This design comes from an exercise in tuning for small area on the open sky130 flow, not from production work.
The RTL was checked by simulation tests, not by an equivalence proof against the original design.
Power and IR drop assume default switching activity.

== alpha ==
==> flow/design.v <==
package video_pkg;
	typedef struct packed {
		logic [7:0] red;
		logic [7:0] green;
		logic [7:0] blue;
	} pixel_t;
	typedef struct packed {
		pixel_t pixel;
		logic   sop;
		logic   eop;
	} video_beat_t;
	typedef logic [10:0] coord_t;
	typedef struct packed {
		logic   found;
		coord_t left;
		coord_t right;
		coord_t top;
		coord_t bottom;
	} box_t;
endpackage
package host_pkg;
	typedef logic [2:0] reg_addr_t;
	typedef logic [31:0] msg_word_t;
	typedef logic [4:0] fill_t;
endpackage
`timescale 1ns/10ps
module eee_imgproc (
	input  logic                clk,
	input  logic                reset_n,
	input  logic [23:0]         sink_data,
	input  logic                sink_valid,
	output logic                sink_ready,
	input  logic                sink_sop,
	input  logic                sink_eop,
	output logic [23:0]         source_data,
	output logic                source_valid,
	input  logic                source_ready,
	output logic                source_sop,
	output logic                source_eop,
	input  logic                mode,              
	input  logic                s_chipselect,
	input  logic                s_read,
	input  logic                s_write,
	input  host_pkg::reg_addr_t s_address,
	output logic [31:0]         s_readdata,
	input  logic [31:0]         s_writedata
);
	logic        hv;           
	logic [23:0] hd;
	logic        hsop;
	logic        heop;
	logic        held_ready;
	logic        advance;
	assign held_ready = ~source_valid | source_ready;
	assign sink_ready = ~hv | held_ready;
	assign advance    = hv & held_ready;
	always_ff @(posedge clk) begin
		if (!reset_n) begin
			hv <= 1'b0;
		end else if (sink_ready) begin
			hv <= sink_valid;
		end
	end
	always_ff @(posedge clk) begin
		if (sink_valid & sink_ready) begin
			hd   <= sink_data;
			hsop <= sink_sop;
			heop <= sink_eop;
		end
	end
	logic       video;
	logic [9:0] x;
	logic [8:0] y;
	logic [9:0] xmin, xmax;    
	logic [8:0] ymin, ymax;    
	logic       hit;
	logic       bright;
	logic       pix;
	logic       pixel_hit;
	logic       frame_done;
	logic       x_lt, x_gt;
	logic       init;
	logic       found;
	logic [9:0] bl, br;
	logic [8:0] bt, bb;
	assign bright     = hd[23] & hd[15] & hd[7];
	assign init       = advance & hsop;
	assign pix        = advance & ~hsop & video;
	assign pixel_hit  = pix & bright;
	assign frame_done = pix & heop;
	assign hit        = ~&ymin;
	assign x_lt       = x < xmin;
	assign x_gt       = x > xmax;
	always_ff @(posedge clk) begin
		if (!reset_n) begin
			video <= 1'b0;
		end else if (init) begin
			video <= (hd[3:0] == 4'h0);
		end
	end
	always_ff @(posedge clk) begin
		if (advance) begin
			if (hsop) begin
				x <= '0;
				y <= '0;
			end else if (x == 10'd639) begin
				x <= '0;
				if (y != 9'd479) begin
					y <= y + 1'b1;
				end
			end else begin
				x <= x + 1'b1;
			end
		end
	end
	always_ff @(posedge clk) begin
		if (init | (pixel_hit & x_lt)) xmin <= x | {10{init}};
		if (init | (pixel_hit & x_gt)) xmax <= x & ~{10{init}};
		if (init | (pixel_hit & ~hit)) ymin <= y | {9{init}};
		if (init | pixel_hit)          ymax <= y & ~{9{init}};
	end
	logic [9:0] nxt_xmin, nxt_xmax;
	logic [8:0] nxt_ymin, nxt_ymax;
	assign nxt_xmin = (pixel_hit & x_lt) ? x : xmin;
	assign nxt_xmax = (pixel_hit & x_gt) ? x : xmax;
	assign nxt_ymin = (pixel_hit & ~hit) ? y : ymin;
	assign nxt_ymax = pixel_hit ? y : ymax;
	always_ff @(posedge clk) begin
		if (!reset_n) begin
			found <= 1'b0;
		end else if (frame_done) begin
			found <= hit | pixel_hit;
		end
	end
	always_ff @(posedge clk) begin
		if (frame_done) begin
			bl <= nxt_xmin;
			br <= nxt_xmax;
			bt <= nxt_ymin;
			bb <= nxt_ymax;
		end
	end
	logic        on_edge;
	logic [7:0]  grey;
	logic [23:0] ovl;
	logic [23:0] bb_col;
	assign grey    = hd[15:9] + hd[23:18] + hd[7:2];
	assign on_edge = found & ((x == bl) | (x == br) | (y == bt) | (y == bb));
	always_comb begin
		ovl = hd;
		if (mode & video & ~hsop) begin
			if (on_edge) begin
				ovl = bb_col;
			end else if (bright) begin
				ovl = 24'hffffff;
			end else begin
				ovl = {grey, grey, grey};
			end
		end
	end
	always_ff @(posedge clk) begin
		if (!reset_n) begin
			source_valid <= 1'b0;
		end else if (held_ready) begin
			source_valid <= hv;
		end
	end
	always_ff @(posedge clk) begin
		if (advance) begin
			source_data <= ovl;
			source_sop  <= hsop;
			source_eop  <= heop;
		end
	end
	logic       wr_sel, rd_sel;
	logic       flush;
	logic       pop;
	logic       read_d;
	logic [7:0] status_byte;
	assign wr_sel = s_chipselect & s_write;
	assign rd_sel = s_chipselect & s_read;
	assign flush  = wr_sel & (s_address == 3'd0) & s_writedata[4];
	assign pop    = rd_sel & ~read_d & (s_address == 3'd1);
	always_ff @(posedge clk) begin
		if (!reset_n) begin
			status_byte <= 8'h00;
			bb_col      <= 24'h00ff00;
		end else if (wr_sel) begin
			if (s_address == 3'd0) begin
				status_byte <= {s_writedata[7:5], 1'b0, s_writedata[3:0]};
			end
			if (s_address == 3'd3) begin
				bb_col <= s_writedata[23:0];
			end
		end
	end
	logic [2:0]  frame_cnt;
	logic [1:0]  wr_step;     
	logic        start;
	logic        wr_en;
	logic        rd_en;
	logic [4:0]  fill;
	logic [3:0]  wp;          
	logic [10:0] rsel;        
	logic [1:0]  rph;         
	logic        pop_pend;    
	logic [18:0] ring [11];
	logic [18:0] wr_word;
	logic [18:0] rd_word;
	assign start = frame_done & ~flush & (frame_cnt == 3'd0) & (wr_step == 2'd0) &
		(fill <= 5'd13);
	assign wr_en = (wr_step != 2'd0) & ~flush;
	assign rd_en = pop & (fill != 5'd0) & ~flush;
	assign wr_word = wr_step[0] ? {br, bb} : {bl, bt};
	always_ff @(posedge clk) begin
		if (!reset_n) begin
			frame_cnt <= '0;
			wr_step   <= 2'd0;
		end else begin
			if (flush) begin
				wr_step <= 2'd0;
			end else if (start) begin
				wr_step <= 2'd1;
			end else if (wr_step != 2'd0) begin
				wr_step <= wr_step + 1'b1;
			end
			if (start) begin
				frame_cnt <= 3'(6 - 1);
			end else if (frame_done && frame_cnt != '0) begin
				frame_cnt <= frame_cnt - 1'b1;
			end
		end
	end
	always_ff @(posedge clk) begin
		if (!reset_n || flush) begin
			fill <= '0;
			wp   <= '0;
			rsel <= 11'd1;
			rph  <= '0;
		end else begin
			if (wr_en && !rd_en) begin
				fill <= fill + 1'b1;
			end else if (rd_en && !wr_en) begin
				fill <= fill - 1'b1;
			end
			if (wr_en && wr_step != 2'd1) begin
				wp <= (wp == 4'd10) ? 4'd0 : wp + 1'b1;
			end
			if (pop_pend) begin
				rph <= (rph == 2'd2) ? 2'd0 : rph + 1'b1;
				if (rph != 2'd0) begin
					rsel <= {rsel[9:0], rsel[10]};
				end
			end
		end
	end
	always_ff @(posedge clk) begin
		if (wr_en && wr_step != 2'd1) begin
			ring[wp] <= wr_word;
		end
	end
	logic       st_q, msg_q, id_q, col_q;    
	logic [4:0] fill_q;
	logic [31:0] msg_word;
	always_ff @(posedge clk) begin
		read_d   <= rd_sel;
		pop_pend <= rd_en;
		st_q     <= (s_address == 3'd0);
		msg_q    <= (s_address == 3'd1);
		id_q     <= (s_address == 3'd2);
		col_q    <= (s_address == 3'd3);
		fill_q   <= fill;
	end
	logic        msg_box;
	logic        msg_tag;
	logic        is_l;
	assign msg_box = msg_q & (rph != 2'd0);
	assign msg_tag = msg_q & (rph == 2'd0);
	assign is_l    = rph[0];
	always_comb begin
		rd_word = '0;
		for (int i = 0; i < 11; i++) begin
			rd_word = rd_word | (ring[i] & {19{rsel[i] & msg_box}});
		end
	end
	assign msg_word = {5'd0, is_l & (&rd_word[18:9]), rd_word[18:9],
		5'd0, {2{is_l & (&rd_word[8:0])}}, rd_word[8:0]} | (32'h00004242 & {32{msg_tag}});
	assign s_readdata = ({16'h0000, 3'b000, fill_q, status_byte} & {32{st_q}}) |
		msg_word | (32'h1234EEE2 & {32{id_q}}) |
		({8'h00, bb_col} & {32{col_q}});
endmodule
Settings: LEC_CHECK=0, CAP_MARGIN=5, CORE_MARGIN=2, CORE_UTILIZATION=40, SLEW_MARGIN=5; clock period 5.0 ns.
standard.sh (not shown) runs the stock make flow with config.mk's settings and CLKGATE_MAP_FILE= SYNTH_SCRIPT=/design/flow/synth_recipe.tcl, a recipe that flattens the netlist after the stock synthesis.
==> flow/flow/run.sh <==
#!/bin/bash
# Standard ORFS layout, with small port buffers and a clock tree without dummy loads.
set -euo pipefail
bash standard.sh synth > synth.log 2>&1
export BUFFER_PORTS_ARGS="-buffer_cell sky130_fd_sc_hd__buf_1"
export CTS_ARGS="-sink_clustering_enable -repair_clock_nets -dont_use_dummy_load -buf_list sky130_fd_sc_hd__clkbuf_4 -sink_clustering_size 9 -sink_clustering_max_diameter 45 -sink_buffer_max_cap_derate 0.05"
bash standard.sh finish > layout.log 2>&1
The following lists how beta was set up differently from alpha:
diff --git a/flow/design.v b/flow/design.v
--- a/flow/design.v
+++ b/flow/design.v
@@ -201,6 +201,7 @@
 	logic        rd_en;
 	logic [4:0]  fill;
-	logic [3:0]  wp;          
-	logic [10:0] rsel;        
+	logic [10:0] hsel;        
+	logic        wr_box;      
+	logic        pop_box;     
 	logic [1:0]  rph;         
 	logic        pop_pend;    
@@ -212,4 +213,6 @@
 	assign wr_en = (wr_step != 2'd0) & ~flush;
 	assign rd_en = pop & (fill != 5'd0) & ~flush;
+	assign wr_box  = wr_en & (wr_step != 2'd1);
+	assign pop_box = pop_pend & (rph != 2'd0);
 	assign wr_word = wr_step[0] ? {br, bb} : {bl, bt};
 	always_ff @(posedge clk) begin
@@ -235,6 +238,5 @@
 		if (!reset_n || flush) begin
 			fill <= '0;
-			wp   <= '0;
-			rsel <= 11'd1;
+			hsel <= '0;
 			rph  <= '0;
 		end else begin
@@ -244,18 +246,20 @@
 				fill <= fill - 1'b1;
 			end
-			if (wr_en && wr_step != 2'd1) begin
-				wp <= (wp == 4'd10) ? 4'd0 : wp + 1'b1;
+			if (wr_box && !pop_box) begin
+				hsel <= {hsel[9:0], ~|hsel};
+			end else if (pop_box && !wr_box) begin
+				hsel <= {1'b0, hsel[10:1]};
 			end
 			if (pop_pend) begin
 				rph <= (rph == 2'd2) ? 2'd0 : rph + 1'b1;
-				if (rph != 2'd0) begin
-					rsel <= {rsel[9:0], rsel[10]};
-				end
-			end
-		end
-	end
-	always_ff @(posedge clk) begin
-		if (wr_en && wr_step != 2'd1) begin
-			ring[wp] <= wr_word;
+			end
+		end
+	end
+	always_ff @(posedge clk) begin
+		if (wr_box) begin
+			ring[0] <= wr_word;
+			for (int i = 1; i < 11; i++) begin
+				ring[i] <= ring[i-1];
+			end
 		end
 	end
@@ -281,5 +285,5 @@
 		rd_word = '0;
 		for (int i = 0; i < 11; i++) begin
-			rd_word = rd_word | (ring[i] & {19{rsel[i] & msg_box}});
+			rd_word = rd_word | (ring[i] & {19{hsel[i] & msg_box}});
 		end
 	end
==> comparison <==
beta vs alpha — multi-input gate share of total cell area rose 0.33 points. Between alpha and beta, floorplan die height decreased. Relative to alpha, the number of clock buffers inserted by TritonCTS of beta is higher by 1. Summary of beta over alpha: switching component of the power shows an increase of 240 uW; sum of internal, switching and leakage power shows an increase of about 10%; routed wire length shows a reduction of 3200 um; clock buffer count shows an increase of 1. Lower synthesis-to-finish area growth was reported by beta, not alpha.

==> what the ideal ports hide <==
Ports are ideal in the flow. The routed layouts listed here were re-timed in OpenROAD.
Step 1: set_driving_cell puts a clkbuf_16 on clk and a buf_2 on each other input, an assumption about the parent block.
Step 2 times the ports against the registers' clock, not the clock port: input delays grow and output delays shrink by t, the midpoint of the rising clock arrivals with the driver on.
a / b / c = no drivers / after step 1 / after step 2; a / b = the first two.
| run | t, ns | setup slack, ns | slew at the worst register clock pin (ns) | worst slew at a driven data input, ns |
|---|---|---|---|---|
| alpha | 0.769 | 0.205 / 0.158 / 0.927 | 0.11 / 0.11 | 0.06 |
| beta | 0.827 | 0.253 / 0.207 / 1.034 | 0.11 / 0.11 | 0.06 |
After both steps setup and hold are still met in every run listed.
